From an optimization exercise on the open Yosys and OpenROAD flow, aimed at small area and a short achievable clock period; shortcuts taken in it are not production practice. The RTL was checked by simulation tests, not by an equivalence proof against the original design. Power figures rest on the tool's default switching activity, not on a simulated workload.

==> run R: inputs <==
Design riscv_pipe, start of the top module:
module riscv_pipe (
	input  logic        clk,
	input  logic        reset,
	input  logic        instr_valid,
	input  logic [31:0] instr,
	output logic        wb_valid,
	output logic [4:0]  wb_rd,
	output logic [31:0] wb_data
);
	logic        ir_valid;
	logic [31:0] ir;
	logic        id_valid;
	logic [31:7] id_ir;
	logic        id_lui;
	logic        id_imm;	 
	logic [32-1:1] id_sel1, id_sel2;	 
	logic        id_fwd1_a, id_fwd1_b;	 
	logic        id_fwd2_a, id_fwd2_b;	 
	logic        ex_valid;
	logic [4:0]  ex_rd;
	riscv_pipe_pkg::word_t ex_a;
	riscv_pipe_pkg::word_t ex_b;	 
	logic [3:0]  ex_sh_lo, ex_sh_mid;	 
	logic        ex_sub, ex_arith;
	riscv_pipe_pkg::rsel_t       ex_sel;
	riscv_pipe_pkg::word_t alu_result;
	riscv_pipe_pkg::word_t alu_sum, alu_x, alu_o, alu_n, alu_r2, alu_l2;
	logic        alu_lt_s, alu_lt_u, alu_fill;
	function automatic riscv_pipe_pkg::word_t pick(
		input riscv_pipe_pkg::rsel_t s,
		input riscv_pipe_pkg::word_t sum, x, o, n, r2, l2,
  ...
Settings: LEC_CHECK=0, CAP_MARGIN=20, CORE_MARGIN=2, CORE_UTILIZATION=60, CTS_CLUSTER_DIAMETER=100, CTS_CLUSTER_SIZE=24, PLACE_DENSITY=0.65, SETUP_SLACK_MARGIN=3.7, SLEW_MARGIN=20, TNS_END_PERCENT=100; clock period 6.5 ns.
run.sh (not shown) runs the stock make flow with config.mk's settings and CLKGATE_MAP_FILE= SYNTH_SCRIPT=/design/flow/synth_recipe.tcl, a recipe that flattens the netlist after the stock synthesis.
==> run C (differences from run R) <==
--- a/flow/design.v
+++ b/flow/design.v
@@ -1,17 +1,13 @@
 package riscv_pipe_pkg;
 	typedef logic [32-1:0] word_t;
 	typedef logic [5-1:0] reg_addr_t;
 	localparam logic [6:0] OPC_OP     = 7'b0110011;	 
 	localparam logic [6:0] OPC_OP_IMM = 7'b0010011;	 
 	localparam logic [6:0] OPC_LUI    = 7'b0110111;
-	typedef struct packed {
-		logic       add, slt, sltu, xr, orr, an;
-		logic [1:0] sh_r, sh_l;
-	} rsel_t;
 endpackage
 module reg_file (
 	input  logic                      clk,
 	input  logic                      reset,
 	input  logic [32-1:1]      sel1,
 	input  logic [32-1:1]      sel2,
 	output riscv_pipe_pkg::word_t     rs1_data,
@@ -56,38 +52,42 @@
 module alu (
 	input  riscv_pipe_pkg::word_t a,
 	input  riscv_pipe_pkg::word_t b,	 
 	input  logic                  sub,	 
 	input  logic                  arith,	 
 	input  logic [3:0]            sh_lo,
 	input  logic [3:0]            sh_mid,
-	output riscv_pipe_pkg::word_t sum,
-	output logic                  lt_s,
-	output logic                  lt_u,
-	output riscv_pipe_pkg::word_t x,	 
-	output riscv_pipe_pkg::word_t o,	 
-	output riscv_pipe_pkg::word_t n,	 
-	output riscv_pipe_pkg::word_t r2,	 
-	output riscv_pipe_pkg::word_t l2,	 
-	output logic                  fill
+	input  logic [1:0]            sh_r,
+	input  logic [1:0]            sh_l,
+	input  logic                  sel_add,
+	input  logic                  sel_slt,
+	input  logic                  sel_sltu,
+	input  logic                  sel_xor,
+	input  logic                  sel_or,
+	input  logic                  sel_and,
+	output riscv_pipe_pkg::word_t result
 );
 	logic [32+1:0]    t;
+	riscv_pipe_pkg::word_t sum;
 	logic                cout;
+	logic                lt_u;
+	logic                lt_s;
+	logic                fill;
 	logic [32+14:0]   r0;	 
 	logic [32+11:0]   r1;
+	riscv_pipe_pkg::word_t r2;
 	logic [32+14:0]   l0;	 
 	logic [32+11:0]   l1;
+	riscv_pipe_pkg::word_t l2;
+	riscv_pipe_pkg::word_t sh;
 	assign t     = {1'b0, a, 1'b1} + {1'b0, b, sub};
 	assign sum   = t[32:1];
 	assign cout  = t[32+1];
 	assign lt_u  = ~cout;
 	assign lt_s  = ~(lt_u ^ a[32-1] ^ b[32-1]);	 
-	assign x = a ^ b;
-	assign o = a | b;
-	assign n = a & b;
 	assign fill = arith & a[32-1];
 	assign r0   = {{15{fill}}, a};
 	assign l0   = {a, 15'b0};
 	always_comb begin
 		for (int i = 0; i < 32 + 12; i++) begin
 			r1[i] = (sh_lo[0] & r0[i]) | (sh_lo[1] & r0[i+1]) |
 				(sh_lo[2] & r0[i+2]) | (sh_lo[3] & r0[i+3]);
@@ -96,15 +96,25 @@
 		end
 		for (int i = 0; i < 32; i++) begin
 			r2[i] = (sh_mid[0] & r1[i]) | (sh_mid[1] & r1[i+4]) |
 				(sh_mid[2] & r1[i+8]) | (sh_mid[3] & r1[i+12]);
 			l2[i] = (sh_mid[0] & l1[i+12]) | (sh_mid[1] & l1[i+8]) |
 				(sh_mid[2] & l1[i+4]) | (sh_mid[3] & l1[i]);
 		end
-	end
+		for (int i = 0; i < 32; i++) begin
+			sh[i] = (sh_r[0] & r2[i]) | (sh_r[1] & (i < 16 ? r2[i+16] : fill)) |
+				(sh_l[0] & l2[i]) | (sh_l[1] & (i >= 16 ? l2[i-16] : 1'b0));
+		end
+	end
+	assign result = ({32{sel_add}} & sum) |
+		({32{sel_xor}} & (a ^ b)) |
+		({32{sel_or}}  & (a | b)) |
+		({32{sel_and}} & (a & b)) |
+		sh |
+		{{(32-1){1'b0}}, (sel_slt & lt_s) | (sel_sltu & lt_u)};
 endmodule
 module riscv_pipe (
 	input  logic        clk,
 	input  logic        reset,
 	input  logic        instr_valid,
 	input  logic [31:0] instr,
 	output logic        wb_valid,
@@ -121,33 +131,19 @@
 	logic        id_fwd1_a, id_fwd1_b;	 
 	logic        id_fwd2_a, id_fwd2_b;	 
 	logic        ex_valid;
 	logic [4:0]  ex_rd;
 	riscv_pipe_pkg::word_t ex_a;
 	riscv_pipe_pkg::word_t ex_b;	 
 	logic [3:0]  ex_sh_lo, ex_sh_mid;	 
+	logic [1:0]  ex_sh_r, ex_sh_l;
 	logic        ex_sub, ex_arith;
-	riscv_pipe_pkg::rsel_t       ex_sel;
+	logic        ex_sel_add, ex_sel_slt, ex_sel_sltu, ex_sel_xor;
+	logic        ex_sel_or, ex_sel_and;
 	riscv_pipe_pkg::word_t alu_result;
-	riscv_pipe_pkg::word_t alu_sum, alu_x, alu_o, alu_n, alu_r2, alu_l2;
-	logic        alu_lt_s, alu_lt_u, alu_fill;
-	function automatic riscv_pipe_pkg::word_t pick(
-		input riscv_pipe_pkg::rsel_t s,
-		input riscv_pipe_pkg::word_t sum, x, o, n, r2, l2,
-		input logic lt_s, lt_u, fill
-	);
-		riscv_pipe_pkg::word_t r;
-		for (int i = 0; i < 32; i++) begin
-			r[i] = (s.add & sum[i]) | (s.xr & x[i]) | (s.orr & o[i]) | (s.an & n[i]) |
-				(s.sh_r[0] & r2[i]) | (s.sh_r[1] & (i < 16 ? r2[(i+16)%32] : fill)) |
-				(s.sh_l[0] & l2[i]) | (s.sh_l[1] & (i >= 16 ? l2[(i+16)%32] : 1'b0));
-		end
-		r[0] = r[0] | (s.slt & lt_s) | (s.sltu & lt_u);
-		pick = r;
-	endfunction
 	logic        wb_v;	 
 	logic [4:0]  wb_r;
 	logic        wb_vn;	 
 	logic [4:0]  wb_rn;
 	riscv_pipe_pkg::word_t wb_d;	 
 	riscv_pipe_pkg::word_t wb_dn;	 
 	riscv_pipe_pkg::word_t wb_fwd;
@@ -222,63 +218,54 @@
 	riscv_pipe_pkg::word_t imm, a_rd, b_rd;
 	assign imm  = id_lui ? {id_ir[31:12], 12'b0} : {{20{id_ir[31]}}, id_ir[31:20]};
 	assign a_rd = rf1 | ({32{id_fwd2_a}} & wb_fwd);
 	assign b_rd = rf2 | ({32{id_fwd2_b}} & wb_fwd) | ({32{id_imm}} & imm);
 	logic alt;
 	assign alt = id_ir[30] && (!id_imm || id_f3 == 3'b101);
 	logic sub, sel_sr, sel_sl;
-	riscv_pipe_pkg::word_t a_next, b_next;
-	riscv_pipe_pkg::rsel_t sel_a, sel_b;
+	riscv_pipe_pkg::word_t b_next;
 	assign sub    = !id_lui && (id_f3 == 3'b010 || id_f3 == 3'b011 || (id_f3 == 3'b000 && alt));
-	assign sel_a  = ex_sel & {10{id_fwd1_a}};
-	assign sel_b  = ex_sel & {10{id_fwd1_b}};
-	assign a_next = pick(sel_a, alu_sum, alu_x, alu_o, alu_n, alu_r2, alu_l2, alu_lt_s, alu_lt_u, alu_fill) |
-		(a_rd & {32{!id_fwd1_a}});
-	riscv_pipe_pkg::word_t b_val;
-	assign b_val  = pick(sel_b, alu_sum, alu_x, alu_o, alu_n, alu_r2, alu_l2, alu_lt_s, alu_lt_u, alu_fill) |
-		(b_rd & {32{!id_fwd1_b}});
-	assign b_next = b_val ^ {32{sub}};
+	assign b_next = (id_fwd1_b ? alu_result : b_rd) ^ {32{sub}};
 	assign sel_sr = !id_lui && id_f3 == 3'b101;
 	assign sel_sl = !id_lui && id_f3 == 3'b001;
 	always_ff @(posedge clk) begin
-		ex_valid     <= id_valid && !reset;
-		ex_rd        <= id_ir[11:7];
-		ex_a         <= a_next;
-		ex_b         <= b_next;
-		ex_sh_lo     <= 4'b0001 << b_val[1:0];
-		ex_sh_mid    <= 4'b0001 << b_val[3:2];
-		ex_sel.sh_r  <= {sel_sr && b_val[4], sel_sr && !b_val[4]};
-		ex_sel.sh_l  <= {sel_sl && b_val[4], sel_sl && !b_val[4]};
-		ex_sub       <= sub;
-		ex_arith     <= alt;
-		ex_sel.add   <= !id_lui && id_f3 == 3'b000;
-		ex_sel.slt   <= !id_lui && id_f3 == 3'b010;
-		ex_sel.sltu  <= !id_lui && id_f3 == 3'b011;
-		ex_sel.xr    <= !id_lui && id_f3 == 3'b100;
-		ex_sel.orr   <= id_lui || id_f3 == 3'b110;
-		ex_sel.an    <= !id_lui && id_f3 == 3'b111;
+		ex_valid    <= id_valid && !reset;
+		ex_rd       <= id_ir[11:7];
+		ex_a        <= id_fwd1_a ? alu_result : a_rd;
+		ex_b        <= b_next;
+		ex_sh_lo    <= 4'b0001 << b_next[1:0];
+		ex_sh_mid   <= 4'b0001 << b_next[3:2];
+		ex_sh_r     <= {sel_sr && b_next[4], sel_sr && !b_next[4]};
+		ex_sh_l     <= {sel_sl && b_next[4], sel_sl && !b_next[4]};
+		ex_sub      <= sub;
+		ex_arith    <= alt;
+		ex_sel_add  <= !id_lui && id_f3 == 3'b000;
+		ex_sel_slt  <= !id_lui && id_f3 == 3'b010;
+		ex_sel_sltu <= !id_lui && id_f3 == 3'b011;
+		ex_sel_xor  <= !id_lui && id_f3 == 3'b100;
+		ex_sel_or   <= id_lui || id_f3 == 3'b110;
+		ex_sel_and  <= !id_lui && id_f3 == 3'b111;
 	end
 	alu u_alu (
 		.a        (ex_a),
 		.b        (ex_b),
 		.sub      (ex_sub),
 		.arith    (ex_arith),
 		.sh_lo    (ex_sh_lo),
 		.sh_mid   (ex_sh_mid),
-		.sum      (alu_sum),
-		.lt_s     (alu_lt_s),
-		.lt_u     (alu_lt_u),
-		.x        (alu_x),
-		.o        (alu_o),
-		.n        (alu_n),
-		.r2       (alu_r2),
-		.l2       (alu_l2),
-		.fill     (alu_fill)
+		.sh_r     (ex_sh_r),
+		.sh_l     (ex_sh_l),
+		.sel_add  (ex_sel_add),
+		.sel_slt  (ex_sel_slt),
+		.sel_sltu (ex_sel_sltu),
+		.sel_xor  (ex_sel_xor),
+		.sel_or   (ex_sel_or),
+		.sel_and  (ex_sel_and),
+		.result   (alu_result)
 	);
-	assign alu_result = pick(ex_sel, alu_sum, alu_x, alu_o, alu_n, alu_r2, alu_l2, alu_lt_s, alu_lt_u, alu_fill);
 	always_ff @(posedge clk) begin
 		wb_v <= ex_valid && !reset;
 		wb_r <= ex_rd;
 		wb_d  <= alu_result;
 		wb_vn <= !(ex_valid && !reset);
 		wb_rn <= ~ex_rd;
 		wb_dn <= ~alu_result;
CORE_UTILIZATION = 50   (was 60)
PLACE_DENSITY = 0.55   (was 0.65)
SETUP_SLACK_MARGIN = 3.9   (was 3.7)
==> run P (differences from run R) <==
--- a/flow/design.v
+++ b/flow/design.v
@@ -229,29 +229,27 @@
 	riscv_pipe_pkg::word_t a_next, b_next;
 	riscv_pipe_pkg::rsel_t sel_a, sel_b;
 	assign sub    = !id_lui && (id_f3 == 3'b010 || id_f3 == 3'b011 || (id_f3 == 3'b000 && alt));
 	assign sel_a  = ex_sel & {10{id_fwd1_a}};
 	assign sel_b  = ex_sel & {10{id_fwd1_b}};
 	assign a_next = pick(sel_a, alu_sum, alu_x, alu_o, alu_n, alu_r2, alu_l2, alu_lt_s, alu_lt_u, alu_fill) |
 		(a_rd & {32{!id_fwd1_a}});
-	riscv_pipe_pkg::word_t b_val;
-	assign b_val  = pick(sel_b, alu_sum, alu_x, alu_o, alu_n, alu_r2, alu_l2, alu_lt_s, alu_lt_u, alu_fill) |
-		(b_rd & {32{!id_fwd1_b}});
-	assign b_next = b_val ^ {32{sub}};
+	assign b_next = (pick(sel_b, alu_sum, alu_x, alu_o, alu_n, alu_r2, alu_l2, alu_lt_s, alu_lt_u, alu_fill) |
+		(b_rd & {32{!id_fwd1_b}})) ^ {32{sub}};
 	assign sel_sr = !id_lui && id_f3 == 3'b101;
 	assign sel_sl = !id_lui && id_f3 == 3'b001;
 	always_ff @(posedge clk) begin
 		ex_valid     <= id_valid && !reset;
 		ex_rd        <= id_ir[11:7];
 		ex_a         <= a_next;
 		ex_b         <= b_next;
-		ex_sh_lo     <= 4'b0001 << b_val[1:0];
-		ex_sh_mid    <= 4'b0001 << b_val[3:2];
-		ex_sel.sh_r  <= {sel_sr && b_val[4], sel_sr && !b_val[4]};
-		ex_sel.sh_l  <= {sel_sl && b_val[4], sel_sl && !b_val[4]};
+		ex_sh_lo     <= 4'b0001 << b_next[1:0];
+		ex_sh_mid    <= 4'b0001 << b_next[3:2];
+		ex_sel.sh_r  <= {sel_sr && b_next[4], sel_sr && !b_next[4]};
+		ex_sel.sh_l  <= {sel_sl && b_next[4], sel_sl && !b_next[4]};
 		ex_sub       <= sub;
 		ex_arith     <= alt;
 		ex_sel.add   <= !id_lui && id_f3 == 3'b000;
 		ex_sel.slt   <= !id_lui && id_f3 == 3'b010;
 		ex_sel.sltu  <= !id_lui && id_f3 == 3'b011;
 		ex_sel.xr    <= !id_lui && id_f3 == 3'b100;
 		ex_sel.orr   <= id_lui || id_f3 == 3'b110;
GPL_ROUTABILITY_DRIVEN = 0   (was default)
SETUP_SLACK_MARGIN = 3.8   (was 3.7)
==> summary.txt <==
quantity                                                                                run P                    run R                    run C
Area Growth Syn to Fin                                                                  11.3%                    11.7%                    17.7%
Clock-cell share of area                                                               0.0295                   0.0320                   0.0314
Register clock-pin slew on the reported worst setup and hold paths                    0.11 ns                  0.10 ns                  0.10 ns
Run status                                                            complete, no violations  complete, no violations  complete, no violations
Data required time at the worst endpoint                                              7.14 ns                  7.07 ns                  7.15 ns
Area of the die                                                                     96300 um2                97500 um2               115000 um2
Detail Route met3 WL                                                                 58400 um                 58200 um                 55300 um
Hold Slack                                                                           0.326 ns                 0.323 ns                 0.333 ns
Largest net degree at the start of global routing                                          69                       55                       54
Total routing resource utilization after global routing                                 0.554                    0.547                    0.499
Vias per std cell                                                                        8.73                     8.73                     8.21
Switching power as a share of total power                                               0.235                    0.234                    0.243
Vias post-DR                                                                            50600                    51200                    51100
Number of placement rows                                                                  112                      113                      123
Placer congestion estimate                                                                  -                     1.09                     1.05
Synth Area in Adders                                                                   0.0146                   0.0144                   0.0146
Global-route wire length before repair                                              362000 um                367000 um                394000 um
Launching instance or port of the critical path                           id_sel1[12]$_DFF_P_       id_sel2[8]$_DFF_P_          ex_b[9]$_DFF_P_
Cell Count Post-Placement                                                                5576                     5631                     5850
Fraction of post-synthesis cell area in the top cell type by area                       0.529                    0.523                    0.529
Count of plain and timing-repair buffers                                                  290                      295                      460
Worst setup path endpoint                                                     ex_a[9]$_DFF_P_         ex_b[22]$_DFF_P_         ex_b[19]$_DFF_P_
Post-placement worst setup slack                                                      3.19 ns                  3.02 ns                  2.76 ns
Number of antenna violations at the first check in global routing                          25                       18                       20
Crit path largest cell delay                                                          0.68 ns                  0.60 ns                  0.45 ns
Count of placed standard cells in the final layout, fillers left out                     5798                     5867                     6226

## what the ideal ports hide
In the flow no input, the clock included, has a driving cell. The finished layouts below were timed again as built, in two steps. Step 1, drivers: a clkbuf_16 drives clk and a buf_2 each remaining input, both assumed. Step 2 adds t to the input delays and takes it off the output delays; t is the mean of the earliest and latest rising clock arrival at the registers after step 1. Input paths then give back, and output paths get back, about the clock's delay inside the block. a / b / c = ideal / step 1 / step 2; a / b = the first two.
run | t (ns) | setup slack, ns | latest minus earliest clock arrival (ns)
run R | 0.764 | 3.475 / 3.475 / 3.475 | 0.050 / 0.050
run C | 0.772 | 3.606 / 3.606 / 3.606 | 0.055 / 0.055
run P | 0.826 | 3.591 / 3.591 / 3.591 | 0.073 / 0.074
After both steps every run listed still meets setup and hold.
